This design comes from an exercise in tuning for small area and few clock cycles per item on the open sky130 flow, not from production work. At most, simulation tests tie the RTL to the original design; equivalence was not proved. For runs 2 to 4, only the layout was checked, not whether the RTL still works. No activity file was given, so power comes from the tool's default toggle rates.

[design.v]
`timescale 1ns / 1ps
package sexl_pkg;
  localparam logic [1:0] OP_CHAR  = 2'd0;
  localparam logic [1:0] OP_FLUSH = 2'd1;
  localparam logic [1:0] OP_CLEAR = 2'd2;
  localparam logic [3:0] TOK_UINT   = 4'd0;
  localparam logic [3:0] TOK_INT    = 4'd1;
  localparam logic [3:0] TOK_FLOAT  = 4'd2;
  localparam logic [3:0] TOK_SYMBOL = 4'd3;
  localparam logic [3:0] TOK_STRING = 4'd4;
  localparam logic [3:0] TOK_LPAREN = 4'd5;
  localparam logic [3:0] TOK_RPAREN = 4'd6;
  localparam logic [3:0] TOK_LBRACK = 4'd7;
  localparam logic [3:0] TOK_RBRACK = 4'd8;
  localparam logic [3:0] TOK_QUOTE  = 4'd9;
  localparam logic KIND_TEXT   = 1'b0;
  localparam logic KIND_RECORD = 1'b1;
  localparam logic [2:0] NC_EMPTY = 3'd0;
  localparam logic [2:0] NC_SIGN  = 3'd1;
  localparam logic [2:0] NC_UDIG  = 3'd2;
  localparam logic [2:0] NC_DOT   = 3'd3;
  localparam logic [2:0] NC_FRAC  = 3'd4;
  localparam logic [2:0] NC_SYM   = 3'd5;
  localparam logic [2:0] NC_SDIG  = 3'd6;
  localparam logic [15:0] CH_NUL    = 16'h0000;
  localparam logic [15:0] CH_TAB    = 16'h0009;
  localparam logic [15:0] CH_NL     = 16'h000A;
  localparam logic [15:0] CH_SPACE  = 16'h0020;
  localparam logic [15:0] CH_DQUOTE = 16'h0022;
  localparam logic [15:0] CH_HASH   = 16'h0023;
  localparam logic [15:0] CH_SQUOTE = 16'h0027;
  localparam logic [15:0] CH_LPAREN = 16'h0028;
  localparam logic [15:0] CH_RPAREN = 16'h0029;
  localparam logic [15:0] CH_PLUS   = 16'h002B;
  localparam logic [15:0] CH_MINUS  = 16'h002D;
  localparam logic [15:0] CH_DOT    = 16'h002E;
  localparam logic [15:0] CH_ZERO   = 16'h0030;
  localparam logic [15:0] CH_NINE   = 16'h0039;
  localparam logic [15:0] CH_LBRACK = 16'h005B;
  localparam logic [15:0] CH_BSLASH = 16'h005C;
  localparam logic [15:0] CH_RBRACK = 16'h005D;
endpackage
`timescale 1ns / 1ps
import sexl_pkg::*;
module sexl_lexer
#(
  parameter bit DIRECT = 1'b0
) (
  input  logic        clk_i,
  input  logic        rst_ni,
  input  logic        item_v_i,
  input  logic [1:0]  op_i,
  input  logic [15:0] ch_i,
  output logic        item_take_o,
  output logic        item_ready_o,
  output logic        out_valid_o,
  input  logic        out_stall_i,
  output logic        kind_o,
  output logic [15:0] text_char_o,
  output logic [3:0]  token_type_o,
  output logic [19:0] line_number_o,
  output logic [15:0] column_o,
  output logic [15:0] length_o,
  output logic        last_o
);
  localparam logic [4:0] M_EMPTY = {2'b00, NC_EMPTY};
  localparam logic [4:0] M_CMT   = 5'b00111;
  localparam logic [4:0] M_STR   = 5'b10000;
  localparam logic [4:0] M_STRBS = 5'b10001;
  logic [19:0] line_q;
  logic [15:0] col_q;
  logic [15:0] len_q;
  logic [4:0]  mode_q;
  logic in_str, in_cmt, normal_st, pend, bslash, word_hit;
  logic [2:0] nc;
  assign in_str    = mode_q[4];
  assign pend      = !mode_q[4] && mode_q[3];
  assign in_cmt    = (mode_q == M_CMT);
  assign normal_st = !mode_q[4] && !mode_q[3] && (mode_q[2:0] != 3'b111);
  assign bslash    = mode_q[0];
  assign nc        = mode_q[2:0];
  assign word_hit  = normal_st && (nc != NC_EMPTY);
  logic is_char, is_flush, is_clear;
  logic c_nl, c_nul, c_dq, c_hash, c_bs, c_single, c_ws, c_digit, c_sign, c_dot, c_sep;
  logic [3:0] single_type;
  logic [2:0] single_sel;
  assign is_char  = (op_i == OP_CHAR);
  assign is_flush = (op_i == OP_FLUSH);
  assign is_clear = (op_i == OP_CLEAR);
  assign c_nl     = (ch_i == CH_NL);
  assign c_nul    = (ch_i == CH_NUL);
  assign c_dq     = (ch_i == CH_DQUOTE);
  assign c_hash   = (ch_i == CH_HASH);
  assign c_bs     = (ch_i == CH_BSLASH);
  assign c_single = (ch_i == CH_LPAREN) || (ch_i == CH_RPAREN) || (ch_i == CH_LBRACK) ||
                    (ch_i == CH_RBRACK) || (ch_i == CH_SQUOTE);
  assign c_ws     = c_nul || (ch_i == CH_TAB) || (ch_i == CH_SPACE);
  assign c_digit  = (ch_i >= CH_ZERO) && (ch_i <= CH_NINE);
  assign c_sign   = (ch_i == CH_PLUS) || (ch_i == CH_MINUS);
  assign c_dot    = (ch_i == CH_DOT);
  assign c_sep    = c_hash || c_dq || c_single || c_nl || c_ws;
  assign single_sel = pend ? mode_q[2:0] : ch_i[2:0];
  always_comb begin
    case (single_sel)
      CH_LPAREN[2:0]: single_type = TOK_LPAREN;
      CH_RPAREN[2:0]: single_type = TOK_RPAREN;
      CH_LBRACK[2:0]: single_type = TOK_LBRACK;
      CH_RBRACK[2:0]: single_type = TOK_RBRACK;
      default:        single_type = TOK_QUOTE;
    endcase
  end
  logic normal, str_end, r_text, r_word, r_str, r_single, r_any, two;
  assign normal   = is_char && normal_st;
  assign str_end  = c_dq && !bslash;
  assign r_text   = is_char && (in_str ? !str_end && !c_nl : normal_st && !c_sep);
  assign r_str    = is_char && in_str && str_end;
  assign r_word   = word_hit && (is_flush || (is_char && c_sep));
  assign r_single = normal && c_single && !word_hit;
  assign two      = word_hit && is_char && c_single;
  assign r_any    = r_text || r_str || r_word || r_single;
  logic take, pop;
  assign item_ready_o = !pend && !(r_any && out_stall_i);
  assign take         = item_v_i && item_ready_o;
  assign item_take_o  = take;
  assign pop          = pend && !out_stall_i;
  if (DIRECT) begin : g_direct
    assign out_valid_o = pend || (item_v_i && r_any && !out_stall_i);
  end else begin : g_queued
    assign out_valid_o = pend || (item_v_i && r_any);
  end
  function automatic logic [19:0] inc20(input logic [19:0] a, input logic ci);
    for (int i = 0; i < 20; i++) begin
      inc20[i] = a[i] ^ (ci & ((a | (20'hFFFFF << i)) == 20'hFFFFF));
    end
  endfunction
  function automatic logic [15:0] inc16(input logic [15:0] a, input logic ci);
    for (int i = 0; i < 16; i++) begin
      inc16[i] = a[i] ^ (ci & ((a | (16'hFFFF << i)) == 16'hFFFF));
    end
  endfunction
  function automatic logic [15:0] sub16(input logic [15:0] a, input logic [15:0] b,
                                        input logic ci);
    logic [15:0] p, g, pp, gg;
    p  = a ^ ~b;
    g  = a & ~b;
    pp = p;
    gg = g;
    gg[0] = g[0] | (p[0] & ci);
    for (int l = 1; l <= 4; l++) begin
      for (int j = (1 << l) - 1; j < 16; j += (1 << l)) begin
        gg[j] = gg[j] | (pp[j] & gg[j - (1 << (l - 1))]);
        pp[j] = pp[j] & pp[j - (1 << (l - 1))];
      end
    end
    for (int l = 3; l >= 1; l--) begin
      for (int j = (1 << l) + (1 << (l - 1)) - 1; j < 16; j += (1 << l)) begin
        gg[j] = gg[j] | (pp[j] & gg[j - (1 << (l - 1))]);
        pp[j] = pp[j] & pp[j - (1 << (l - 1))];
      end
    end
    sub16 = p ^ {gg[14:0], ci};
  endfunction
  logic [15:0] rec_col;
  logic [3:0]  word_type;
  assign rec_col = sub16(col_q, len_q, !in_str);
  always_comb begin
    case (nc)
      NC_UDIG: word_type = TOK_UINT;
      NC_SDIG: word_type = TOK_INT;
      NC_FRAC: word_type = TOK_FLOAT;
      default: word_type = TOK_SYMBOL;
    endcase
  end
  logic show_text;
  assign show_text = !pend && r_text;
  assign kind_o        = !show_text;
  assign text_char_o   = show_text ? ch_i : 16'd0;
  assign token_type_o  = (pend || r_single) ? single_type :
                         r_str ? TOK_STRING :
                         r_word ? word_type : 4'd0;
  assign line_number_o = show_text ? 20'd0 : line_q;
  assign column_o      = show_text ? 16'd0 : rec_col;
  assign length_o      = show_text ? 16'd0 : len_q;
  assign last_o        = pend || !two;
  logic [2:0] nc_next;
  always_comb begin
    case (nc)
      NC_EMPTY: nc_next = c_sign ? NC_SIGN : c_digit ? NC_UDIG : NC_SYM;
      NC_SIGN:  nc_next = c_digit ? NC_SDIG : NC_SYM;
      NC_UDIG, NC_SDIG: nc_next = c_digit ? nc : c_dot ? NC_DOT : NC_SYM;
      NC_DOT, NC_FRAC:  nc_next = c_digit ? NC_FRAC : NC_SYM;
      default: nc_next = NC_SYM;
    endcase
  end
  logic nl_ev, line_rst, line_step, col_rst, col_step, len_rst, len_step;
  assign nl_ev     = is_char && (c_nl || (in_cmt && c_nul));
  assign line_rst  = take && is_clear;
  assign line_step = take && nl_ev;
  assign col_rst   = take && (is_clear || nl_ev);
  assign col_step  = pop || (take && is_char && !in_cmt && !c_nl &&
                             (in_str || !(c_hash || two)));
  assign len_rst   = take && (is_flush || r_str || (normal && c_sep));
  assign len_step  = take && r_text;
  logic [19:0] line_d;
  logic [15:0] col_d, len_d;
  logic [4:0]  mode_d;
  assign line_d = line_rst ? 20'd1 : inc20(line_q, line_step);
  assign col_d  = col_rst ? 16'd1 : inc16(col_q, col_step);
  assign len_d  = len_rst ? 16'd0 : inc16(len_q, len_step);
  always_comb begin
    mode_d = mode_q;
    if (pend) begin
      if (pop) mode_d = M_EMPTY;
    end else if (take) begin
      if (is_flush) begin
        mode_d = M_EMPTY;
      end else if (is_char) begin
        if (in_cmt) begin
          if (c_nl || c_nul) mode_d = M_EMPTY;
        end else if (in_str) begin
          if (str_end) mode_d = M_EMPTY;
          else if (c_nl) mode_d = M_STR;
          else mode_d = c_bs ? M_STRBS : M_STR;
        end else if (c_hash) begin
          mode_d = M_CMT;
        end else if (c_dq) begin
          mode_d = M_STR;
        end else if (two) begin
          mode_d = {2'b01, ch_i[2:0]};
        end else if (c_sep) begin
          mode_d = M_EMPTY;
        end else begin
          mode_d = {2'b00, nc_next};
        end
      end
    end
  end
  always_ff @(posedge clk_i or negedge rst_ni) begin
    if (!rst_ni) begin
      line_q <= 20'd1;
      col_q  <= 16'd1;
      len_q  <= '0;
      mode_q <= M_EMPTY;
    end else begin
      line_q <= line_d;
      col_q  <= col_d;
      len_q  <= len_d;
      mode_q <= mode_d;
    end
  end
endmodule
`timescale 1ns / 1ps
import sexl_pkg::*;
module sexl_rqueue
#(
  parameter int unsigned DEPTH = 0
) (
  input  logic        clk_i,
  input  logic        rst_ni,
  input  logic        in_valid_i,
  output logic        in_stall_o,
  input  logic [1:0]  op_i,
  input  logic [15:0] ch_i,
  output logic        item_v_o,
  output logic [1:0]  op_o,
  output logic [15:0] ch_o,
  input  logic        item_take_i,
  input  logic        item_ready_i
);
  if (DEPTH == 0) begin : g_pass
    assign item_v_o   = in_valid_i;
    assign op_o       = op_i;
    assign ch_o       = ch_i;
    assign in_stall_o = !item_ready_i;
  end else begin : g_fifo
    localparam int unsigned PTR_W = (DEPTH > 1) ? $clog2(DEPTH) : 1;
    localparam int unsigned CNT_W = $clog2(DEPTH + 1);
    logic [17:0]      mem_q [DEPTH];
    logic [PTR_W-1:0] wr_q, rd_q;
    logic [CNT_W-1:0] cnt_q;
    logic             full, push;
    assign full       = (cnt_q == CNT_W'(DEPTH));
    assign in_stall_o = full && !item_take_i;
    assign push       = in_valid_i && !in_stall_o;
    assign item_v_o   = (cnt_q != '0);
    assign {op_o, ch_o} = mem_q[rd_q];
    always_ff @(posedge clk_i) begin
      if (push) mem_q[wr_q] <= {op_i, ch_i};
    end
    always_ff @(posedge clk_i or negedge rst_ni) begin
      if (!rst_ni) begin
        wr_q  <= '0;
        rd_q  <= '0;
        cnt_q <= '0;
      end else begin
        if (push) wr_q <= (wr_q == PTR_W'(DEPTH - 1)) ? '0 : wr_q + PTR_W'(1);
        if (item_take_i) rd_q <= (rd_q == PTR_W'(DEPTH - 1)) ? '0 : rd_q + PTR_W'(1);
        cnt_q <= cnt_q + CNT_W'(push) - CNT_W'(item_take_i);
      end
    end
  end
endmodule
`timescale 1ns / 1ps
import sexl_pkg::*;
module s_expression_tokenizer_core
#(
  parameter int unsigned LINE_BITS   = 20,
  parameter int unsigned COLUMN_BITS = 16,
  parameter int unsigned QDEPTH      = 0
) (
  input  logic        clk_i,
  input  logic        rst_ni,
  input  logic        in_valid_i,
  output logic        in_stall_o,
  input  logic [1:0]  op_i,
  input  logic [15:0] ch_i,
  output logic        out_valid_o,
  input  logic        out_stall_i,
  output logic        kind_o,
  output logic [15:0] text_char_o,
  output logic [3:0]  token_type_o,
  output logic [19:0] line_number_o,
  output logic [15:0] column_o,
  output logic [15:0] length_o,
  output logic        last_o
);
  logic        item_v, item_take, item_ready;
  logic [1:0]  item_op;
  logic [15:0] item_ch;
  sexl_rqueue #(
    .DEPTH(QDEPTH)
  ) u_queue (
    .clk_i       (clk_i),
    .rst_ni      (rst_ni),
    .in_valid_i  (in_valid_i),
    .in_stall_o  (in_stall_o),
    .op_i        (op_i),
    .ch_i        (ch_i),
    .item_v_o    (item_v),
    .op_o        (item_op),
    .ch_o        (item_ch),
    .item_take_i (item_take),
    .item_ready_i(item_ready)
  );
  sexl_lexer #(
    .DIRECT(QDEPTH == 0)
  ) u_lexer (
    .clk_i        (clk_i),
    .rst_ni       (rst_ni),
    .item_v_i     (item_v),
    .op_i         (item_op),
    .ch_i         (item_ch),
    .item_take_o  (item_take),
    .item_ready_o (item_ready),
    .out_valid_o  (out_valid_o),
    .out_stall_i  (out_stall_i),
    .kind_o       (kind_o),
    .text_char_o  (text_char_o),
    .token_type_o (token_type_o),
    .line_number_o(line_number_o),
    .column_o     (column_o),
    .length_o     (length_o),
    .last_o       (last_o)
  );
endmodule
[constraint.sdc]
create_clock -name core_clock -period 5.0 [get_ports {clk_i}]
set_input_delay 1.0000 -clock core_clock [delete_from_list [all_inputs] [get_ports {clk_i}]]
set_output_delay 1.0000 -clock core_clock [all_outputs]
set_load 0.01 [all_outputs]
[config.mk]
export PLATFORM = sky130hd
export DESIGN_NAME = s_expression_tokenizer_core
export DESIGN_NICKNAME = s_expression_tokenizer_core
export VERILOG_FILES = /design/flow/design.v
export SDC_FILE = /design/flow/constraint.sdc
export NUM_CORES = 4
export LEC_CHECK = 0
export CAP_MARGIN = 5
export CORE_MARGIN = 2
export CORE_UTILIZATION = 40
export GPL_TIMING_DRIVEN = 0
export SLEW_MARGIN = 5
[flow/run.sh]
#!/bin/bash
# The standard layout with three changes:
#  - synthesis maps with an area-only ABC script (flow/abc_area_map.script
#    in place of ORFS's abc_speed.script; nothing else in synthesis changes)
#  - plain buf_1 cells as the port buffers
#  - a clock tree of clkbuf_4/clkbuf_8 cells with no dummy loads
set -euo pipefail
here=$(pwd)
rm -rf "$here/orfs_scripts"
cp -r "$FLOW_HOME/scripts" "$here/orfs_scripts"
cp "$here/flow/abc_area_map.script" "$here/orfs_scripts/abc_speed.script"
export SCRIPTS_DIR="$here/orfs_scripts"
export BUFFER_PORTS_ARGS="-buffer_cell sky130_fd_sc_hd__buf_1"
export CTS_ARGS="-sink_clustering_enable -repair_clock_nets -dont_use_dummy_load -sink_clustering_size 30 -sink_clustering_max_diameter 100 -buf_list {sky130_fd_sc_hd__clkbuf_4 sky130_fd_sc_hd__clkbuf_8}"
bash standard.sh > standard_flow.log 2>&1
[flow/abc_area_map.script]
strash
dch
map -a
topo
stime -c
[standard.sh]
#!/bin/bash
# synth_recipe.tcl (not shown) runs the flow's synth.tcl, then flattens the netlist and writes it again
# the make line also repeats each setting of config.mk as NAME=value (left out here)
make -C /OpenROAD-flow-scripts/flow DESIGN_CONFIG=/design/flow/config.mk WORK_HOME=/design/flow/orfs CLKGATE_MAP_FILE= SYNTH_SCRIPT=/design/flow/synth_recipe.tcl "${@:-finish}"
==> run summary, run 1 <==
Status: finished clean
Netlist cell types: 28
Die area: 10900 µm²
Most numerous cell in the Yosys netlist: nor2_1
Drt total wl: 10200 µm
Placed Area: 4620 µm²
Reg2reg setup slack: 1.45 ns
Met1 wire length: 4880 µm
Synth Warn #: 1
Area Overhead vs Synth: 19.9%
Port bufs: 97
Top Metal Used: met4
Rows: 36
GRT Total Usage: 19.2%
Critical Path AT: 3.74 ns
Initial drt markers: 205
Yosys top cell by area: dfrtp_1
Pwr Density: 312 nW/µm²
Asr flop ratio synth: 100%
FF-to-FF Start: u_lexer.mode_q[0]
Layout cell share with drive strength beyond 1: 4.98%
CTS Hold Bufs: 0
Power, Total: 1.51 mW
Share of the clock period used by the worst path: 94.8%
Routability cong.: 0.856
Initial Util: 41.3%
WS Path Type: input pin to output port
# diodes: 0
Syn Area/Cell: 6.85 µm²
Vias post-DR: 4037
Final #Nets: 751
Root buffer cell: clkbuf_8
Routed Antenna Nets: 0
DR WL met2: 4820 µm
Crit path required time: 4.00 ns
Normalized max-slew margin: 16.5%
Core area: 9770 µm²
Drc violations: 0
Largest net degree at the start of global routing: 37
Max_cap viols: 0
Vias in the first global route: 3805
HP Class: register to register
Initial antenna violation count: 0
Wirelength per Cell: 12.2 µm
Clk network pwr share: 21.0%
Final Hold Fails: 0
Internal: 0.927 mW
Final-report max-slew violation count: 0
Fin crit period: 4.74 ns
Clock skew: 0.0291 ns
Synth Register Bits: 57
R2r endpoint: u_lexer.line_q[19]
Worst setup EP type: output port
Post-synth top area share: 34.1%
Hold Crit Depth: 2
Switching Share: 38.6%
Worst reg-to-reg path cell count: 22
Psw: 0.584 mW
Post-synth EDFFs: 0
# H-tree levels: 3
Met3 wire len: 457 µm
CTS tree: yes
Worst-path fanout max: 35
Total gr overflow: 0
Pre-antenna DRT Iters: 4
Pleak: 1.97 nW
DR vias/cell: 4.83
Die H: 104 µm
Worst skew pair latency: 0.33 ns
Fmax: 211 MHz
First-pass GRT wire length: 17400 µm
Die Wd: 104 µm
Combinational Power Share: 44.5%
Ports: 98
Synthesized area: 4040 µm²
CTS Buf Count: 9
Hold path endpoint: u_lexer.line_q[6]
Hold Startpoint: u_lexer.line_q[6]
Final setup margin: 0.260 ns
Clk slew on worst S/H paths: 0.05 ns
DP HPWL: 7790 µm
Fillcell total: 1046
Worst slack, placed: -0.904 ns
Post-route cell area: 4840 µm²
Mapped Cells: 590
Commonest cells post-synth: 167 x nor2_1, 127 x clkinv_1, 55 x dfrtp_1
Worst-Margin Slew: 1.25 ns
Dominant synthesized flop cell: dfrtp_1
Sequential power share: 34.6%
CTS max path bufs: 2
Worst setup SP type: input pin
Area contributors post-synth: dfrtp_1 34%, nor2_1 16%, clkinv_1 12%, nor3_1 5.7%, o21ai_0 5.5%
Seq/Total Area, Yosys: 35.4%
Syn_nets: 636
Sinks on Clock Net: 57
VDD IR max: 0.196 mV
Setup-failing EPs final: 0
[cell families (layout without fill, tap and decap cells)]
logic type      count (synthesis)  in the layout  synth area share, %
simple gates                  287            288                 29.7
buf+inv                       127            239                 11.8
compound gates                 83             83                 11.4
flops                          57             57                 35.4
fa+ha+maj                      24             24                 9.11
xor+xnor                       12             12                 2.60
[through the flow]
stage               std cells  TNS (ns)  util (%)  hold slack (ns)
floorplan                 590         0         -            0.507
CTS                       832         0      48.7            0.547
detailed placement        822    -37.95      47.2            0.533
finish                    836         0      49.6            0.546
global placement          820    -63.38      46.7            0.530
global route              836   -0.0320      49.6            0.576
[layout by cell type, fill, tap and decap left out, drive strengths merged, types with 2 or more instances in the layout]
| master | count |
|---|---|
| a21oi | 23 |
| o31ai | 3 |
| dfrtp | 55 |
| o22ai | 2 |
| dfstp | 2 |
| nor2 | 167 |
| a22oi | 2 |
| clkinv | 126 |
| xor2 | 3 |
| buf | 103 |
| nor3 | 46 |
| ha | 15 |
| nand2 | 44 |
| nand4 | 6 |
| nor3b | 2 |
| or2 | 2 |
| clkbuf | 9 |
| xnor2 | 9 |
| o21ai | 44 |
| nor4 | 9 |
| o32ai | 2 |
| nand3 | 12 |
| fa | 9 |
[power groups by stage]
stage               sequential, mW  clock [mW]  combinational, mW
floorplan                    0.523           0              0.465
global placement             0.530           0              0.637
detailed placement           0.530           0              0.652
CTS                          0.522       0.327              0.660
global route                 0.526       0.348              0.767
finish                       0.522       0.317              0.672
[critical path, cell delays in order]
cell and delay [ns]:
buf_1 0.11, nor4_1 0.07, nand2_1 0.15, clkinv_1 0.17
nand4_1 0.15, clkinv_1 0.12, nor2_1 0.15, clkinv_1 0.13
a21oi_1 0.16, nand3_2 0.15, o21ai_0 0.36, nand2_2 0.16
buf_4 0.21, inv_4 0.20, buf_16 0.21, nor2_1 0.08
buf_1 0.13
[layout make-up]
| cell class | instances | area (µm²) | area share, % |
|---|---|---|---|
| well taps | 133 | 166 | 3.44 |
| inverters | 127 | 479 | 9.89 |
| repair buffers | 103 | 443 | 9.14 |
| clock buffers | 9 | 124 | 2.56 |
| flip-flops and latches | 57 | 1430 | 29.5 |
| multi-input cells | 407 | 2200 | 45.4 |
[state kept, by name, indices dropped and copies added (netlist names)]
signal	count
u_lexer.col_q	16
u_lexer.len_q	16
u_lexer.mode_q	5
u_lexer.line_q	20
[layer usage]
layer / track usage (%) / vias to the layer above
met5: 0 / -
met4: 2.99 / 0
met3: 4.51 / 7
met2: 32.9 / 81
met1: 25.0 / 1827
li1: - / 2122
[timing repair]
item                       4_1_cts  5_1_grt
setup endpoints to repair       72       88
setup buffers                    0        4
gates cloned                     1        0
resized for setup                6       11
pin swaps                        1        2
[worst max-delay path by stage]
| stage | depth (start not counted) | start | endpoint |
|---|---|---|---|
| 2_1_floorplan | 13 | ch_i[7] | column_o[0] |
| 3_3_place_gp | 15 | ch_i[7] | column_o[0] |
| 3_5_place_dp | 24 | ch_i[7] | u_lexer.len_q[14] |
| 4_1_cts | 24 | ch_i[7] | u_lexer.len_q[14] |
| 5_1_grt | 26 | ch_i[7] | u_lexer.line_q[19] |
| 6_report | 17 | ch_i[8] | column_o[0] |
Testbench counts, summed over its fixed seeds: cycles 40,481, items 32,013.
==> run 2, diff against run 1 <==
--- a/design.v
+++ b/design.v
@@ -65,6 +65,2 @@
 );
-  localparam logic [4:0] M_EMPTY = {2'b00, NC_EMPTY};
-  localparam logic [4:0] M_CMT   = 5'b00111;
-  localparam logic [4:0] M_STR   = 5'b10000;
-  localparam logic [4:0] M_STRBS = 5'b10001;
   logic [19:0] line_q;
@@ -72,14 +68,9 @@
   logic [15:0] len_q;
-  logic [4:0]  mode_q;
-  logic in_str, in_cmt, normal_st, pend, bslash, word_hit;
-  logic [2:0] nc;
-  assign in_str    = mode_q[4];
-  assign pend      = !mode_q[4] && mode_q[3];
-  assign in_cmt    = (mode_q == M_CMT);
-  assign normal_st = !mode_q[4] && !mode_q[3] && (mode_q[2:0] != 3'b111);
-  assign bslash    = mode_q[0];
-  assign nc        = mode_q[2:0];
-  assign word_hit  = normal_st && (nc != NC_EMPTY);
+  logic        in_str_q, in_cmt_q, bslash_q;
+  logic [2:0]  nc_q;
+  logic        pend_q;
+  logic [2:0]  ptype_q;
   logic is_char, is_flush, is_clear;
   logic c_nl, c_nul, c_dq, c_hash, c_bs, c_single, c_ws, c_digit, c_sign, c_dot, c_sep;
+  logic word_hit;
   logic [3:0] single_type;
@@ -101,3 +92,4 @@
   assign c_sep    = c_hash || c_dq || c_single || c_nl || c_ws;
-  assign single_sel = pend ? mode_q[2:0] : ch_i[2:0];
+  assign word_hit = (nc_q != NC_EMPTY);
+  assign single_sel = pend_q ? ptype_q : ch_i[2:0];
   always_comb begin
@@ -111,20 +103,20 @@
   end
-  logic normal, str_end, r_text, r_word, r_str, r_single, r_any, two;
-  assign normal   = is_char && normal_st;
-  assign str_end  = c_dq && !bslash;
-  assign r_text   = is_char && (in_str ? !str_end && !c_nl : normal_st && !c_sep);
-  assign r_str    = is_char && in_str && str_end;
-  assign r_word   = word_hit && (is_flush || (is_char && c_sep));
+  logic r_text, r_word, r_str, r_single, r_any, two;
+  logic normal;
+  assign normal   = is_char && !in_cmt_q && !in_str_q;
+  assign r_text   = is_char && !in_cmt_q && (in_str_q ? !(c_dq && !bslash_q) && !c_nl : !c_sep);
+  assign r_str    = is_char && !in_cmt_q && in_str_q && c_dq && !bslash_q;
+  assign r_word   = word_hit && (is_flush || (normal && c_sep));
   assign r_single = normal && c_single && !word_hit;
-  assign two      = word_hit && is_char && c_single;
+  assign two      = normal && c_single && word_hit;
   assign r_any    = r_text || r_str || r_word || r_single;
   logic take, pop;
-  assign item_ready_o = !pend && !(r_any && out_stall_i);
+  assign item_ready_o = !pend_q && !(r_any && out_stall_i);
   assign take         = item_v_i && item_ready_o;
   assign item_take_o  = take;
-  assign pop          = pend && !out_stall_i;
+  assign pop          = pend_q && !out_stall_i;
   if (DIRECT) begin : g_direct
-    assign out_valid_o = pend || (item_v_i && r_any && !out_stall_i);
+    assign out_valid_o = pend_q || (item_v_i && r_any && !out_stall_i);
   end else begin : g_queued
-    assign out_valid_o = pend || (item_v_i && r_any);
+    assign out_valid_o = pend_q || (item_v_i && r_any);
   end
@@ -164,5 +156,5 @@
   logic [3:0]  word_type;
-  assign rec_col = sub16(col_q, len_q, !in_str);
+  assign rec_col = sub16(col_q, len_q, !in_str_q);
   always_comb begin
-    case (nc)
+    case (nc_q)
       NC_UDIG: word_type = TOK_UINT;
@@ -173,7 +165,9 @@
   end
-  logic show_text;
-  assign show_text = !pend && r_text;
+  logic show_single, show_span, show_text;
+  assign show_single = pend_q || r_single;
+  assign show_span   = !pend_q && (r_word || r_str);
+  assign show_text   = !pend_q && r_text;
   assign kind_o        = !show_text;
   assign text_char_o   = show_text ? ch_i : 16'd0;
-  assign token_type_o  = (pend || r_single) ? single_type :
+  assign token_type_o  = show_single ? single_type :
                          r_str ? TOK_STRING :
@@ -181,11 +175,11 @@
   assign line_number_o = show_text ? 20'd0 : line_q;
-  assign column_o      = show_text ? 16'd0 : rec_col;
-  assign length_o      = show_text ? 16'd0 : len_q;
-  assign last_o        = pend || !two;
+  assign column_o      = show_single ? col_q : show_span ? rec_col : 16'd0;
+  assign length_o      = show_span ? len_q : 16'd0;
+  assign last_o        = pend_q || !two;
   logic [2:0] nc_next;
   always_comb begin
-    case (nc)
+    case (nc_q)
       NC_EMPTY: nc_next = c_sign ? NC_SIGN : c_digit ? NC_UDIG : NC_SYM;
       NC_SIGN:  nc_next = c_digit ? NC_SDIG : NC_SYM;
-      NC_UDIG, NC_SDIG: nc_next = c_digit ? nc : c_dot ? NC_DOT : NC_SYM;
+      NC_UDIG, NC_SDIG: nc_next = c_digit ? nc_q : c_dot ? NC_DOT : NC_SYM;
       NC_DOT, NC_FRAC:  nc_next = c_digit ? NC_FRAC : NC_SYM;
@@ -195,3 +189,3 @@
   logic nl_ev, line_rst, line_step, col_rst, col_step, len_rst, len_step;
-  assign nl_ev     = is_char && (c_nl || (in_cmt && c_nul));
+  assign nl_ev     = is_char && (c_nl || (in_cmt_q && c_nul));
   assign line_rst  = take && is_clear;
@@ -199,4 +193,4 @@
   assign col_rst   = take && (is_clear || nl_ev);
-  assign col_step  = pop || (take && is_char && !in_cmt && !c_nl &&
-                             (in_str || !(c_hash || two)));
+  assign col_step  = pop || (take && is_char && !in_cmt_q && !c_nl &&
+                             (in_str_q || !(c_hash || (c_single && word_hit))));
   assign len_rst   = take && (is_flush || r_str || (normal && c_sep));
@@ -205,3 +199,5 @@
   logic [15:0] col_d, len_d;
-  logic [4:0]  mode_d;
+  logic        in_str_d, in_cmt_d, bslash_d, pend_d;
+  logic [2:0]  nc_d;
+  logic [2:0]  ptype_d;
   assign line_d = line_rst ? 20'd1 : inc20(line_q, line_step);
@@ -210,25 +206,41 @@
   always_comb begin
-    mode_d = mode_q;
-    if (pend) begin
-      if (pop) mode_d = M_EMPTY;
+    in_str_d = in_str_q;
+    in_cmt_d = in_cmt_q;
+    bslash_d = bslash_q;
+    nc_d     = nc_q;
+    pend_d   = pend_q;
+    ptype_d  = ptype_q;
+    if (pend_q) begin
+      if (pop) pend_d = 1'b0;
     end else if (take) begin
       if (is_flush) begin
-        mode_d = M_EMPTY;
+        nc_d     = NC_EMPTY;
+        in_str_d = 1'b0;
+        in_cmt_d = 1'b0;
+        bslash_d = 1'b0;
       end else if (is_char) begin
-        if (in_cmt) begin
-          if (c_nl || c_nul) mode_d = M_EMPTY;
-        end else if (in_str) begin
-          if (str_end) mode_d = M_EMPTY;
-          else if (c_nl) mode_d = M_STR;
-          else mode_d = c_bs ? M_STRBS : M_STR;
-        end else if (c_hash) begin
-          mode_d = M_CMT;
-        end else if (c_dq) begin
-          mode_d = M_STR;
-        end else if (two) begin
-          mode_d = {2'b01, ch_i[2:0]};
+        if (in_cmt_q) begin
+          if (c_nl || c_nul) in_cmt_d = 1'b0;
+        end else if (in_str_q) begin
+          if (c_dq && !bslash_q) begin
+            in_str_d = 1'b0;
+            bslash_d = 1'b0;
+          end else if (c_nl) begin
+            bslash_d = 1'b0;
+          end else begin
+            bslash_d = c_bs;
+          end
         end else if (c_sep) begin
-          mode_d = M_EMPTY;
+          nc_d = NC_EMPTY;
+          if (c_hash) begin
+            in_cmt_d = 1'b1;
+          end else if (c_dq) begin
+            in_str_d = 1'b1;
+            bslash_d = 1'b0;
+          end else if (c_single && word_hit) begin
+            pend_d  = 1'b1;
+            ptype_d = ch_i[2:0];
+          end
         end else begin
-          mode_d = {2'b00, nc_next};
+          nc_d = nc_next;
         end
@@ -239,13 +251,24 @@
     if (!rst_ni) begin
-      line_q <= 20'd1;
-      col_q  <= 16'd1;
-      len_q  <= '0;
-      mode_q <= M_EMPTY;
+      line_q   <= 20'd1;
+      col_q    <= 16'd1;
+      len_q    <= '0;
+      in_str_q <= 1'b0;
+      in_cmt_q <= 1'b0;
+      bslash_q <= 1'b0;
+      nc_q     <= NC_EMPTY;
+      pend_q   <= 1'b0;
     end else begin
-      line_q <= line_d;
-      col_q  <= col_d;
-      len_q  <= len_d;
-      mode_q <= mode_d;
+      line_q   <= line_d;
+      col_q    <= col_d;
+      len_q    <= len_d;
+      in_str_q <= in_str_d;
+      in_cmt_q <= in_cmt_d;
+      bslash_q <= bslash_d;
+      nc_q     <= nc_d;
+      pend_q   <= pend_d;
     end
   end
+  always_ff @(posedge clk_i) begin
+    ptype_q <= ptype_d;
+  end
 endmodule
==> run.sh (new file) <==
#!/bin/bash
# synth_recipe.tcl (not shown) runs the flow's synth.tcl, then flattens the netlist and writes it again
# the make line also repeats each setting of config.mk as NAME=value (left out here)
make -C /OpenROAD-flow-scripts/flow DESIGN_CONFIG=/design/flow/config.mk WORK_HOME=/design/flow/orfs CLKGATE_MAP_FILE= SYNTH_SCRIPT=/design/flow/synth_recipe.tcl finish
--- a/config.mk
+++ b/config.mk
@@ -7,6 +7,5 @@
 export LEC_CHECK = 0
-export CAP_MARGIN = 5
+export CAP_MARGIN = 20
 export CORE_MARGIN = 2
 export CORE_UTILIZATION = 40
-export GPL_TIMING_DRIVEN = 0
-export SLEW_MARGIN = 5
+export SLEW_MARGIN = 20
removed: flow/run.sh
removed: flow/abc_area_map.script
removed: standard.sh
==> run summary, run 2 <==
Status: finished clean (unchanged)
Worst-path fanout max: 8 (was 35)
Fin crit period: 4.86 ns (was 4.74 ns)
Synth Area in XOR/XNOR: 8.30% (was 2.60%)
Initial drt markers: 353 (was 205)
Largest stage delay, worst path: 0.61 ns (was 0.36 ns)
Wirelength per Cell: 16.3 µm (was 12.2 µm)
Syn_nets: 628 (was 636)
Clk slew on worst S/H paths: 0.05 ns (about the same)
Commonest cells post-synth: 83 x nor2_1, 57 x dfrtp_1, 39 x nand2_1 (was 167 x nor2_1, 127 x clkinv_1, 55 x dfrtp_1)
Initial antenna violation count: 0 (unchanged)
Worst skew pair latency: 0.34 ns (was 0.33 ns)
Mux cell area share after synthesis: 0.206% (was 0%)
Sum Neg Setup Slack: 0 ns (unchanged)
DR vias/cell: 5.45 (was 4.83)
Worst-Margin Slew: 0.889 ns (was 1.25 ns)
Reg with most FFs: u_lexer.line_q (unchanged)
Root buffer cell: clkbuf_16 (was clkbuf_8)
Critical Path AT: 3.86 ns (was 3.74 ns)
Fillcell total: 1090 (was 1046)
Final setup margin: 0.138 ns (was 0.260 ns)
Clock skew: 0.00803 ns (was 0.0291 ns)
# H-tree levels: 3 (unchanged)
# diodes: 0 (unchanged)
Normalized max-slew margin: 39.2% (was 16.5%)
Synthesized area: 4850 µm² (was 4040 µm²)
Sequential power share: 29.7% (was 34.6%)
Drt total wl: 14500 µm (was 10200 µm)
Final Hold Fails: 0 (unchanged)
Post-synth EDFFs: 3 (was 0)
Post-route cell area: 6910 µm² (was 4840 µm²)
HP Class: register to register (unchanged)
Clk network pwr share: 32.2% (was 21.0%)
Crit path required time: 4.00 ns (about the same)
Worst slack, placed: -0.142 ns (was -0.904 ns)
Synth Register Bits: 62 (was 57)
CP Launch Point: ch_i[12] (was ch_i[8])
WS Path Type: input pin to output port (unchanged)
Simple-gate share of the synthesized area: 33.0% (was 29.7%)
Final #Nets: 782 (was 751)
Area contributors post-synth: dfrtp_1 29%, nor2_1 6.4%, xnor2_1 4.5%, ha_1 3.9%, xor2_1 3.8% (was dfrtp_1 34%, nor2_1 16%, clkinv_1 12%, nor3_1 5.7%, o21ai_0 5.5%)
Pwr Density: 289 nW/µm² (was 312 nW/µm²)
Synth Warn #: 1 (unchanged)
DP HPWL: 11100 µm (was 7790 µm)
Setup-failing EPs final: 0 (unchanged)
Adder-cell share of the synthesized area: 7.58% (was 9.11%)
Die area: 13000 µm² (was 10900 µm²)
Fmax: 206 MHz (was 211 MHz)
VDD IR max: 0.137 mV (was 0.196 mV)
CTS Buf Count: 9 (unchanged)
Yosys top cell by area: dfrtp_1 (unchanged)
Syn Area/Cell: 8.34 µm² (was 6.85 µm²)
FF-to-FF Start: u_lexer.in_str_q (was u_lexer.mode_q[0])
Sinks on Clock Net: 62 (was 57)
Total gr overflow: 0 (unchanged)
Worst setup EP type: output port (unchanged)
Post-synth top area share: 29.4% (was 34.1%)
Die Wd: 114 µm (was 104 µm)
Area Overhead vs Synth: 42.3% (was 19.9%)
Seq/Total Area, Yosys: 32.3% (was 35.4%)
Layout cell share with drive strength beyond 1: 18.2% (was 4.98%)
Largest net degree at the start of global routing: 32 (was 37)
Ports: 98 (unchanged)
Share of the clock period used by the worst path: 97.2% (was 94.8%)
Routed Antenna Nets: 0 (unchanged)
Combinational Power Share: 38.0% (was 44.5%)
Most numerous cell in the Yosys netlist: nor2_1 (unchanged)
Placed Area: 6400 µm² (was 4620 µm²)
Routability cong.: 0.893 (was 0.856)
Dominant synthesized flop cell: dfrtp_1 (unchanged)
Pleak: 2.98 nW (was 1.97 nW)
Netlist cell types: 67 (was 28)
Initial Util: 40.8% (was 41.3%)
Core area: 11900 µm² (was 9770 µm²)
Mapped Cells: 582 (was 590)
Internal: 1.32 mW (was 0.927 mW)
CP max stage cell: or4_4 (was o21ai_0)
CTS tree: yes (unchanged)
Final Util: 58.0% (was 49.6%)
Switching Share: 33.6% (was 38.6%)
GRT Total Usage: 22.9% (was 19.2%)
Largest family of logic cells by synthesized area: simple AND/OR/NAND/NOR gates (unchanged)
Drc violations: 0 (unchanged)
Vias in the first global route: 4586 (was 3805)
CTS max path bufs: 2 (unchanged)
First-pass GRT wire length: 23700 µm (was 17400 µm)
Max_cap viols: 0 (unchanged)
Vias post-DR: 4842 (was 4037)
Crit-path cells: clkdlybuf4s50_1 > or4_4 > nor2_4 > a21oi_1 > a211oi_2 > buf_4 > nor2_1 > nor2_1 > buf_4 > a22o_1 > clkdlybuf4s50_1 (was buf_1 > nor4_1 > nand2_1 > clkinv_1 > nand4_1 > clkinv_1 > nor2_1 > clkinv_1 > a21oi_1 > nand3_2 > o21ai_0 > nand2_2 > buf_4 > inv_4 > buf_16 > nor2_1 > buf_1)
Port bufs: 97 (unchanged)
Psw: 0.670 mW (was 0.584 mW)
Pre-antenna DRT Iters: 5 (was 4)
Asr flop ratio synth: 95.2% (was 100%)
Commonest non-fill, non-tap cells in the layout: 80 x nor2_1, 80 x clkdlybuf4s50_1, 69 x buf_4 (was 164 x nor2_1, 126 x clkinv_1, 96 x buf_1)
Compound-Gate Fraction of Synth Area: 13.9% (was 11.4%)
Rows: 40 (was 36)
Die H: 114 µm (was 104 µm)
Finished Layout Cells: 888 (was 836)
Hold Startpoint: u_lexer.len_q[2] (was u_lexer.line_q[6])
Top Registers: u_lexer.line_q x20, u_lexer.col_q x16, u_lexer.len_q x16 (unchanged)
Final-report max-slew violation count: 0 (unchanged)
Worst setup SP type: input pin (unchanged)
Max reg flops: 20 (unchanged)
Inst Count DP: 864 (was 822)
==> run 2: metrics by stage <==
stage | hold WS (ns) | total power, mW
after global placement | 0.519 | 1.24
after detailed placement | 0.535 | 1.26
final | 0.545 | 1.99
after floorplan | 0.503 | 1.00
after CTS | 0.549 | 1.96
after global routing | 0.591 | 2.12
==> run 2: logic make-up after synthesis <==
| group | after synthesis |
|---|---|
| mux | 1 |
| compound gates | 100 |
| xor+xnor | 46 |
| fa+ha+maj | 24 |
| flops | 62 |
| simple gates | 291 |
| buf+inv | 58 |
==> run 2: worst paths after layout <==
path,to,slack [ns],depth (start not counted)
setup / recovery,column_o[6],0.14,11
hold / removal,u_lexer.len_q[2],0.55,2
setup reg to reg,u_lexer.line_q[17],2.03,12
hold reg to reg,u_lexer.len_q[2],0.55,2
max in group asynchronous,u_lexer.col_q[0],3.37,2
min in group asynchronous,u_lexer.line_q[15],0.70,1
==> run 2: timing repair <==
item,4_1_cts,5_1_grt
pin swaps,5,14
gates resized for setup,25,23
hold buffers,0,0
endpoints found under the setup margin,28,33
endpoints found under the hold margin,0,0
setup buffers,4,4
==> run 2: power groups by stage <==
stage	sequential, mW	clock [mW]	combinational, mW
floorplan	0.594	0	0.410
global placement	0.599	0	0.646
detailed placement	0.600	0	0.661
CTS	0.592	0.654	0.715
global route	0.600	0.681	0.844
finish	0.593	0.642	0.758
==> run 2: area by class of cell <==
type	count	area (µm²)	share of cell area (%)
multi-input combinational	462	3200	46.3
tap	147	184	2.66
clock inverter	7	80.1	1.16
sequential	62	1570	22.7
timing repair buffer	168	1530	22.2
clock buffer	9	225	3.26
inverter	33	124	1.79
==> run 2: critical path, delay by kind of cell <==
family / cells / cell delay, ns
AND/OR/NAND/NOR: 4 / 1.01
buffers and inverters: 4 / 1.29
AO/OA/AOI/OAI: 3 / 0.56
==> run 2: per-layer routing <==
layer | share of wire [%] | GRT usage (%) | wire length, µm | up-vias
met5 | 0 | 0 | 0 | -
met4 | 1.2 | 6.83 | 175 | 0
met3 | 3.3 | 3.81 | 476 | 14
met2 | 46 | 35.2 | 6740 | 102
met1 | 49 | 33.0 | 7110 | 2366
li1 | - | - | - | 2360
==> run 3, diff against run 2 <==
==> flow/run.sh (new file) <==
#!/bin/bash
# The standard layout, with plain buf_1 cells as the port buffers.
set -euo pipefail
export BUFFER_PORTS_ARGS="-buffer_cell sky130_fd_sc_hd__buf_1"
bash standard.sh > standard_flow.log 2>&1
==> standard.sh (new file) <==
#!/bin/bash
# synth_recipe.tcl (not shown) runs the flow's synth.tcl, then flattens the netlist and writes it again
# the make line also repeats each setting of config.mk as NAME=value (left out here)
make -C /OpenROAD-flow-scripts/flow DESIGN_CONFIG=/design/flow/config.mk WORK_HOME=/design/flow/orfs CLKGATE_MAP_FILE= SYNTH_SCRIPT=/design/flow/synth_recipe.tcl "${@:-finish}"
removed: run.sh
==> run summary, run 3 <==
Status: finished clean (unchanged)
Post-synth top area share: 29.4% (unchanged)
Asr flop ratio synth: 95.2% (unchanged)
Max reg flops: 20 (unchanged)
Root buffer cell: clkbuf_16 (unchanged)
Pleak: 2.36 nW (was 2.98 nW)
Most numerous cell in the Yosys netlist: nor2_1 (unchanged)
CTS Hold Bufs: 0 (unchanged)
Yosys top cell by area: dfrtp_1 (unchanged)
# diodes: 0 (unchanged)
Drc violations: 0 (unchanged)
WS Path Type: register to output port (was input pin to output port)
Drt total wl: 13800 µm (was 14500 µm)
Reg with most FFs: u_lexer.line_q (unchanged)
Synth Register Bits: 62 (unchanged)
Initial antenna violation count: 0 (unchanged)
Final #Nets: 731 (was 782)
Total gr overflow: 0 (unchanged)
Worst setup EP type: output port (unchanged)
Synth Warn #: 1 (unchanged)
Post-CTS setup buffer count: 0 (was 4)
Post-route cell area: 5800 µm² (was 6910 µm²)
Post-synth EDFFs: 3 (unchanged)
CTS tree: yes (unchanged)
Sinks on Clock Net: 62 (unchanged)
Area contributors post-synth: dfrtp_1 29%, nor2_1 6.4%, xnor2_1 4.5%, ha_1 3.9%, xor2_1 3.8% (unchanged)
Worst-path fanout max: 4 (was 8)
Setup-failing EPs final: 0 (unchanged)
CTS max path bufs: 2 (unchanged)
Rows: 40 (unchanged)
Largest stage delay, worst path: 0.46 ns (was 0.61 ns)
Clk slew on worst S/H paths: 0.05 ns (about the same)
Share of the clock period used by the worst path: 98.5% (was 97.2%)
Final-report max-slew violation count: 0 (unchanged)
Fmax: 203 MHz (was 206 MHz)
VDD IR max: 0.200 mV (was 0.137 mV)
HP Class: register to register (unchanged)
Hold slack: 0.543 ns (was 0.545 ns)
Crit-path cells: inv_1 > fa_1 > inv_1 > fa_1 > a21o_1 > a21oi_1 > o21bai_1 > a31o_2 > a211oi_1 > nor2_1 > nor4_2 > o41ai_2 > fa_1 > xnor2_1 > o21ai_0 > o2bb2ai_1 > buf_1 (was clkdlybuf4s50_1 > or4_4 > nor2_4 > a21oi_1 > a211oi_2 > buf_4 > nor2_1 > nor2_1 > buf_4 > a22o_1 > clkdlybuf4s50_1)
Power, Total: 1.87 mW (was 1.99 mW)
Largest net degree at the start of global routing: 60 (was 32)
Hold Crit Depth: 2 (unchanged)
Placed Area: 5460 µm² (was 6400 µm²)
Top Registers: u_lexer.line_q x20, u_lexer.col_q x16, u_lexer.len_q x16 (unchanged)
Mapped Cells: 582 (unchanged)
Synthesized area: 4850 µm² (unchanged)
Final Hold Fails: 0 (unchanged)
Fillcell total: 1208 (was 1090)
Syn_nets: 628 (unchanged)
Initial drt markers: 324 (was 353)
Clock skew: 0.00838 ns (was 0.00803 ns)
Routed Antenna Nets: 0 (unchanged)
Wirelength per Cell: 16.5 µm (was 16.3 µm)
Port bufs: 97 (unchanged)
Worst setup SP type: register (was input pin)
DR vias/cell: 5.51 (was 5.45)
Vias in the first global route: 4346 (was 4586)
Worst-Margin Slew: 0.968 ns (was 0.889 ns)
Syn Area/Cell: 8.34 µm² (unchanged)
Worst skew pair latency: 0.34 ns (about the same)
RSZ-0062 raised after global routing: true
Seq/Total Area, Yosys: 32.3% (unchanged)
Routability cong.: 0.881 (was 0.893)
Vias post-DR: 4608 (was 4842)
First-pass GRT wire length: 22300 µm (was 23700 µm)
Dominant synthesized flop cell: dfrtp_1 (unchanged)
Ports: 98 (unchanged)
Initial Util: 40.8% (unchanged)
Max_cap viols: 0 (unchanged)
Commonest cells post-synth: 83 x nor2_1, 57 x dfrtp_1, 39 x nand2_1 (unchanged)
Worst reg-to-reg path cell count: 7 (was 12)
Normalized max-slew margin: 33.8% (was 39.2%)
CTS Buf Count: 9 (unchanged)
Die Wd: 114 µm (unchanged)
Pre-antenna DRT Iters: 5 (unchanged)
CP most frequent cell: fa_1
Area Overhead vs Synth: 19.5% (was 42.3%)
# H-tree levels: 3 (unchanged)
Die H: 114 µm (unchanged)
Crit path required time: 4.00 ns (about the same)
Core area: 11900 µm² (unchanged)
DP HPWL: 10200 µm (was 11100 µm)
Netlist cell types: 67 (unchanged)
Fin crit period: 4.92 ns (was 4.86 ns)
Layout cell share with drive strength beyond 1: 9.13% (was 18.2%)
Critical Path AT: 3.92 ns (was 3.86 ns)
CP max stage cell: fa_1 (was or4_4)
Commonest non-fill, non-tap cells in the layout: 96 x buf_1, 82 x nor2_1, 56 x dfrtp_1 (was 80 x nor2_1, 80 x clkdlybuf4s50_1, 69 x buf_4)
Pwr Density: 322 nW/µm² (was 289 nW/µm²)
GRT Total Usage: 21.7% (was 22.9%)
Most common cell after layout, fill and taps aside: buf_1
Die area: 13000 µm² (unchanged)
## run 3: cell counts after synthesis
No cell type changed its count.
## run 3: layout make-up
class                   count  area (µm²)  share of cell area, %
clock buffers              10         239                   4.12
clock inverters             6        83.8                   1.44
inverters                  33         124                   2.14
multi-input cells         462        3090                   53.2
flip-flops and latches     62        1570                   27.1
well taps                 147         184                   3.17
repair buffers            117         515                   8.89
## run 3: final timing paths
| path | slack [ns] | endpoint | startpoint |
|---|---|---|---|
| min in group asynchronous | 0.82 | u_lexer.line_q[15] | rst_ni |
| max in group asynchronous | 3.60 | u_lexer.len_q[0] | rst_ni |
| max reg2reg | 2.02 | u_lexer.len_q[12] | u_lexer.in_str_q |
| min reg2reg | 0.54 | u_lexer.len_q[2] | u_lexer.len_q[2] |
| max | 0.08 | column_o[15] | u_lexer.col_q[0] |
| min | 0.54 | u_lexer.len_q[2] | u_lexer.len_q[2] |
## run 3: worst max-delay path: cells and delay by family (launching register included)
family	cells	cell delay, ns
AOI/OAI and AO/OA	8	1.42
adders and majority gates	3	1.01
DFF	1	0.38
and+or+nand+nor	2	0.34
buffers and inverters	3	0.30
xor gates and xnor gates	1	0.15
## run 3: cell families (layout without fill, tap and decap cells)
group | after synthesis | after routing | share of synthesized area, %
buf+inv | 58 | 166 | 4.72
fa+ha+maj | 24 | 24 | 7.58
simple gates | 291 | 291 | 33.0
xor+xnor | 46 | 46 | 8.30
flops | 62 | 62 | 32.3
compound gates | 100 | 100 | 13.9
mux | 1 | 1 | 0.206
## run 3: report_power, final
| group | total [mW] | switching, mW | internal (mW) |
|---|---|---|---|
| registers | 0.601 | 0.0511 | 0.550 |
| logic | 0.580 | 0.331 | 0.249 |
| clock network | 0.686 | 0.238 | 0.448 |
| total | 1.87 | 0.620 | 1.25 |
## run 3: layer usage
metal	routed length (µm)	global-route usage, %
met2	6430	34.3
met1	6630	30.8
met3	586	4.29
met4	139	5.28
met5	0	0
## run 3: per-stage QoR
step	setup TNS (ns)	setup WS [ns]	cells	util, %
finish	0	0.0768	837	48.7
global route	-0.110	-0.110	837	48.7
CTS	0	0.0921	837	48.6
detailed placement	0	0.200	821	45.8
global placement	0	0.328	821	45.8
floorplan	0	0.618	582	-
## run 3: repair_timing
item / 4_1_cts / 5_1_grt
setup endpoints to repair: 1 / 19
endpoints found under the hold margin: 0 / 0
gates resized for setup: 1 / 3
==> run 4, diff against run 3 <==
--- a/design.v
+++ b/design.v
@@ -71,3 +71,3 @@
   logic        pend_q;
-  logic [2:0]  ptype_q;
+  logic [3:0]  ptype_q;
   logic is_char, is_flush, is_clear;
@@ -76,3 +76,2 @@
   logic [3:0] single_type;
-  logic [2:0] single_sel;
   assign is_char  = (op_i == OP_CHAR);
@@ -93,10 +92,9 @@
   assign word_hit = (nc_q != NC_EMPTY);
-  assign single_sel = pend_q ? ptype_q : ch_i[2:0];
   always_comb begin
-    case (single_sel)
-      CH_LPAREN[2:0]: single_type = TOK_LPAREN;
-      CH_RPAREN[2:0]: single_type = TOK_RPAREN;
-      CH_LBRACK[2:0]: single_type = TOK_LBRACK;
-      CH_RBRACK[2:0]: single_type = TOK_RBRACK;
-      default:        single_type = TOK_QUOTE;
+    case (ch_i)
+      CH_LPAREN: single_type = TOK_LPAREN;
+      CH_RPAREN: single_type = TOK_RPAREN;
+      CH_LBRACK: single_type = TOK_LBRACK;
+      CH_RBRACK: single_type = TOK_RBRACK;
+      default:   single_type = TOK_QUOTE;
     endcase
@@ -123,4 +121,7 @@
   function automatic logic [19:0] inc20(input logic [19:0] a, input logic ci);
+    logic c;
+    c = ci;
     for (int i = 0; i < 20; i++) begin
-      inc20[i] = a[i] ^ (ci & ((a | (20'hFFFFF << i)) == 20'hFFFFF));
+      inc20[i] = a[i] ^ c;
+      c        = c & a[i];
     end
@@ -128,4 +129,7 @@
   function automatic logic [15:0] inc16(input logic [15:0] a, input logic ci);
+    logic c;
+    c = ci;
     for (int i = 0; i < 16; i++) begin
-      inc16[i] = a[i] ^ (ci & ((a | (16'hFFFF << i)) == 16'hFFFF));
+      inc16[i] = a[i] ^ c;
+      c        = c & a[i];
     end
@@ -134,21 +138,8 @@
                                         input logic ci);
-    logic [15:0] p, g, pp, gg;
-    p  = a ^ ~b;
-    g  = a & ~b;
-    pp = p;
-    gg = g;
-    gg[0] = g[0] | (p[0] & ci);
-    for (int l = 1; l <= 4; l++) begin
-      for (int j = (1 << l) - 1; j < 16; j += (1 << l)) begin
-        gg[j] = gg[j] | (pp[j] & gg[j - (1 << (l - 1))]);
-        pp[j] = pp[j] & pp[j - (1 << (l - 1))];
-      end
-    end
-    for (int l = 3; l >= 1; l--) begin
-      for (int j = (1 << l) + (1 << (l - 1)) - 1; j < 16; j += (1 << l)) begin
-        gg[j] = gg[j] | (pp[j] & gg[j - (1 << (l - 1))]);
-        pp[j] = pp[j] & pp[j - (1 << (l - 1))];
-      end
+    logic c;
+    c = ci;
+    for (int i = 0; i < 16; i++) begin
+      sub16[i] = a[i] ^ ~b[i] ^ c;
+      c        = (a[i] & ~b[i]) | (c & (a[i] ^ ~b[i]));
     end
-    sub16 = p ^ {gg[14:0], ci};
   endfunction
@@ -171,3 +162,4 @@
   assign text_char_o   = show_text ? ch_i : 16'd0;
-  assign token_type_o  = show_single ? single_type :
+  assign token_type_o  = pend_q ? ptype_q :
+                         r_single ? single_type :
                          r_str ? TOK_STRING :
@@ -201,3 +193,3 @@
   logic [2:0]  nc_d;
-  logic [2:0]  ptype_d;
+  logic [3:0]  ptype_d;
   assign line_d = line_rst ? 20'd1 : inc20(line_q, line_step);
@@ -241,3 +233,3 @@
             pend_d  = 1'b1;
-            ptype_d = ch_i[2:0];
+            ptype_d = single_type;
           end
==> run.sh (new file) <==
#!/bin/bash
# synth_recipe.tcl (not shown) runs the flow's synth.tcl, then flattens the netlist and writes it again
# the make line also repeats each setting of config.mk as NAME=value (left out here)
make -C /OpenROAD-flow-scripts/flow DESIGN_CONFIG=/design/flow/config.mk WORK_HOME=/design/flow/orfs CLKGATE_MAP_FILE= SYNTH_SCRIPT=/design/flow/synth_recipe.tcl finish
removed: flow/run.sh
removed: standard.sh
==> run summary, run 4 <==
Worst-path fanout max: 2 (was 4)
CTS Hold Bufs: 0 (unchanged)
DR vias/cell: 5.09 (was 5.51)
Die area: 12200 µm² (was 13000 µm²)
Fail Reasons: setup timing
Netlist cell types: 58 (was 67)
CP most frequent cell: fa_2 (was fa_1)
Max reg flops: 20 (unchanged)
Synthesized area: 4540 µm² (was 4850 µm²)
Synth Register Bits: 63 (was 62)
Commonest cells post-synth: 66 x nor2b_1, 57 x dfrtp_1, 50 x nand2_1 (was 83 x nor2_1, 57 x dfrtp_1, 39 x nand2_1)
Worst slack, placed: -2.91 ns (was 0.200 ns)
Wirelength per Cell: 16.1 µm (was 16.5 µm)
Vias in the first global route: 4455 (was 4346)
Area contributors post-synth: dfrtp_1 31%, ha_1 14%, nor2b_1 9.1%, fa_1 6.6%, nand2_1 4.1% (was dfrtp_1 29%, nor2_1 6.4%, xnor2_1 4.5%, ha_1 3.9%, xor2_1 3.8%)
Power, Total: 1.96 mW (was 1.87 mW)
Worst setup EP type: output port (unchanged)
Drt total wl: 13400 µm (was 13800 µm)
Hold Startpoint: u_lexer.line_q[19] (was u_lexer.len_q[2])
Top Registers: u_lexer.line_q x20, u_lexer.col_q x16, u_lexer.len_q x16 (unchanged)
Sum Neg Setup Slack: -18.81 ns (was 0 ns)
Normalized max-slew margin: 41.2% (was 33.8%)
Layout cell share with drive strength beyond 1: 40.8% (was 9.13%)
Asr flop ratio synth: 93.7% (was 95.2%)
Hold slack: 0.563 ns (was 0.543 ns)
Drc violations: 0 (unchanged)
Worst-Margin Slew: 0.879 ns (was 0.968 ns)
Initial antenna violation count: 0 (unchanged)
Pleak: 3.32 nW (was 2.36 nW)
Final-report max-slew violation count: 0 (unchanged)
Sinks on Clock Net: 63 (was 62)
Largest net degree at the start of global routing: 47 (was 60)
Commonest non-fill, non-tap cells in the layout: 107 x buf_4, 66 x clkdlybuf4s50_1, 58 x nor2b_1 (was 96 x buf_1, 82 x nor2_1, 56 x dfrtp_1)
VDD IR max: 0.181 mV (was 0.200 mV)
Reg with most FFs: u_lexer.line_q (unchanged)
CTS max path bufs: 2 (unchanged)
Die H: 111 µm (was 114 µm)
Pre-antenna DRT Iters: 4 (was 5)
Synth Warn #: 1 (unchanged)
Initial drt markers: 202 (was 324)
WS Path Type: register to output port (unchanged)
Ports: 98 (unchanged)
FF-to-FF Start: u_lexer.in_str_q (unchanged)
Vias post-DR: 4219 (was 4608)
Most numerous cell in the Yosys netlist: nor2b_1 (was nor2_1)
Most common cell after layout, fill and taps aside: buf_4 (was buf_1)
GRT Total Usage: 22.7% (was 21.7%)
Crit path required time: 4.00 ns (about the same)
# diodes: 0 (unchanged)
Seq/Total Area, Yosys: 35.2% (was 32.3%)
CTS Buf Count: 9 (unchanged)
Critical Path AT: 6.73 ns (was 3.92 ns)
Final #Nets: 770 (was 731)
Worst reg-to-reg path cell count: 30 (was 7)
Root buffer cell: clkbuf_16 (unchanged)
Worst skew pair latency: 0.33 ns (was 0.34 ns)
Status: finished with violations (was finished clean)
Clock skew: 0.00604 ns (was 0.00838 ns)
CTS tree: yes (unchanged)
Multi-input logic area: 3660 µm² (was 3090 µm²)
CP max stage cell: fa_2 (was fa_1)
# H-tree levels: 3 (unchanged)
Post-synth top area share: 31.4% (was 29.4%)
Final setup margin: -2.73 ns (was 0.0768 ns)
Setup-failing EPs final: 24 (was 0)
Final Util: 69.7% (was 48.7%)
Initial Util: 41.5% (was 40.8%)
Syn_nets: 572 (was 628)
Fmax: 129 MHz (was 203 MHz)
Share of the clock period used by the worst path: 155% (was 98.5%)
HP Class: register to register (unchanged)
DP HPWL: 9530 µm (was 10200 µm)
Port bufs: 97 (unchanged)
Hold Crit Depth: 2 (unchanged)
Syn Area/Cell: 9.34 µm² (was 8.34 µm²)
Yosys top cell by area: dfrtp_1 (unchanged)
RSZ-0062 raised after global routing: true (unchanged)
Register Area: 1600 µm² (was 1570 µm²)
Hold path endpoint: u_lexer.line_q[19] (was u_lexer.len_q[2])
Mapped Cells: 486 (was 582)
R2r endpoint: u_lexer.line_q[19] (was u_lexer.len_q[12])
CP Launch Point: u_lexer.len_q[0] (was u_lexer.col_q[0])
Worst setup SP type: register (unchanged)
Final Hold Fails: 0 (unchanged)
Dominant synthesized flop cell: dfrtp_1 (unchanged)
Routability cong.: 0.893 (was 0.881)
Core area: 10900 µm² (was 11900 µm²)
Max_cap viols: 0 (unchanged)
Routed Antenna Nets: 0 (unchanged)
Total gr overflow: 0 (unchanged)
Pwr Density: 257 nW/µm² (was 322 nW/µm²)
Clk slew on worst S/H paths: 0.05 ns (about the same)
Reg2reg setup slack: -0.04 ns (was 2.02 ns)
Fin crit period: 7.73 ns (was 4.92 ns)
Largest stage delay, worst path: 0.41 ns (was 0.46 ns)
First-pass GRT wire length: 22300 µm (about the same)
Die Wd: 111 µm (was 114 µm)
Area Overhead vs Synth: 68.0% (was 19.5%)
Post-synth EDFFs: 4 (was 3)
Crit-path cells: inv_2 > fa_2 > fa_2 > fa_2 > fa_2 > fa_2 > fa_2 > fa_2 > fa_2 > fa_2 > fa_2 > fa_2 > fa_2 > fa_2 > inv_2 > fa_2 > fa_1 > or3_4 > o21ai_2 > buf_2 (was inv_1 > fa_1 > inv_1 > fa_1 > a21o_1 > a21oi_1 > o21bai_1 > a31o_2 > a211oi_1 > nor2_1 > nor4_2 > o41ai_2 > fa_1 > xnor2_1 > o21ai_0 > o2bb2ai_1 > buf_1)
Rows: 38 (was 40)
Fillcell total: 843 (was 1208)
==> run 4: stage by stage <==
step | instances | instance area [µm²]
2_1_floorplan | 486 | 5220
3_3_place_gp | 796 | 7020
3_5_place_dp | 796 | 7020
4_1_cts | 833 | 7540
5_1_grt | 829 | 7620
6_report | 829 | 7620
==> run 4: layer usage <==
| metal | track usage (%) | wire length [µm] | vias to the layer above |
|---|---|---|---|
| li1 | - | - | 2055 |
| met1 | 29.3 | 5980 | 2058 |
| met2 | 38.9 | 6760 | 85 |
| met3 | 3.73 | 396 | 21 |
| met4 | 7.50 | 240 | 0 |
| met5 | 0 | 0 | - |
==> run 4: worst max-delay path by stage <==
stage                    to  slack (ns)  depth (start not counted)
6_report       column_o[14]       -2.73                         20
5_1_grt        column_o[14]       -2.96                         20
4_1_cts        column_o[14]       -2.86                         20
3_5_place_dp   column_o[14]       -2.91                         20
3_3_place_gp   column_o[14]       -2.85                         20
2_1_floorplan  column_o[14]       -2.26                         20
==> run 4: where the power goes <==
part	switching, mW	leakage [nW]	internal (mW)
clock	0.225	0.140	0.399
combinational	0.365	2.33	0.393
sequential	0.0304	0.853	0.547
total	0.621	3.32	1.34
==> run 4: cells by family after synthesis <==
logic type	synth area share [%]
xor+xnor	1.16
compound gates	9.43
mux	0.221
fa+ha+maj	20.1
simple gates	29.6
flops	35.2
buf+inv	4.16
==> run 4: final cells by class <==
class                           instances  area share, %
Sequential cell                        63           21.0
Timing Repair Buffer                  210           23.6
Tap cell                              140           2.30
Clock inverter                          3          0.558
Multi-Input combinational cell        375           48.0
Clock buffer                           13           3.28
Inverter                               25           1.26
==> run 4: repair_timing <==
action / CTS / global route
cloned: 1 / 0
resized for setup: 115 / 47
endpoints found under the hold margin: 0 / 0
endpoints found under the setup margin: 75 / 39
pin swaps: 39 / 38
buffers inserted: 21 / 4
==> run 4: worst max-delay path: cells and delay by family (launching register included) <==
family | cells | cell delay [ns]
AOI/OAI and AO/OA | 1 | 0.05
DFF | 1 | 0.37
adders and majority gates | 15 | 5.32
and+or+nand+nor | 1 | 0.40
buffers and inverters | 3 | 0.26

==> re-timing with driven ports <==
The results above use ideal ports. As a check the final layouts listed here were re-extracted and re-timed, cells and wires unchanged. Step 1 sets driving cells, clkbuf_16 on the clock port and buf_2 on the other inputs (assumed; they add their load-dependent delay and slew). Step 2, shift: input delay + t, output delay - t, t = (earliest + latest rising clock arrival at the registers) / 2. This alone moves slack from input paths to output paths. Three values: ideal, step 1, step 2; two values: the first two.
| run | t, ns | setup WS [ns] | worst setup path after step 2 |
|---|---|---|---|
| run 1 | 0.348 | 0.260 / 0.222 / 0.063 | input to register |
| run 2 | 0.372 | 0.138 / 0.105 / 0.105 | input to output |
| run 3 | 0.377 | 0.077 / 0.038 / 0.281 | input to output |
| run 4 | 0.367 | -2.735 / -2.772 / -2.405 | register to output |
For run 1, which loses most, drivers alone change the setup slack by -0.038 ns; drivers and shift together by -0.197 ns.
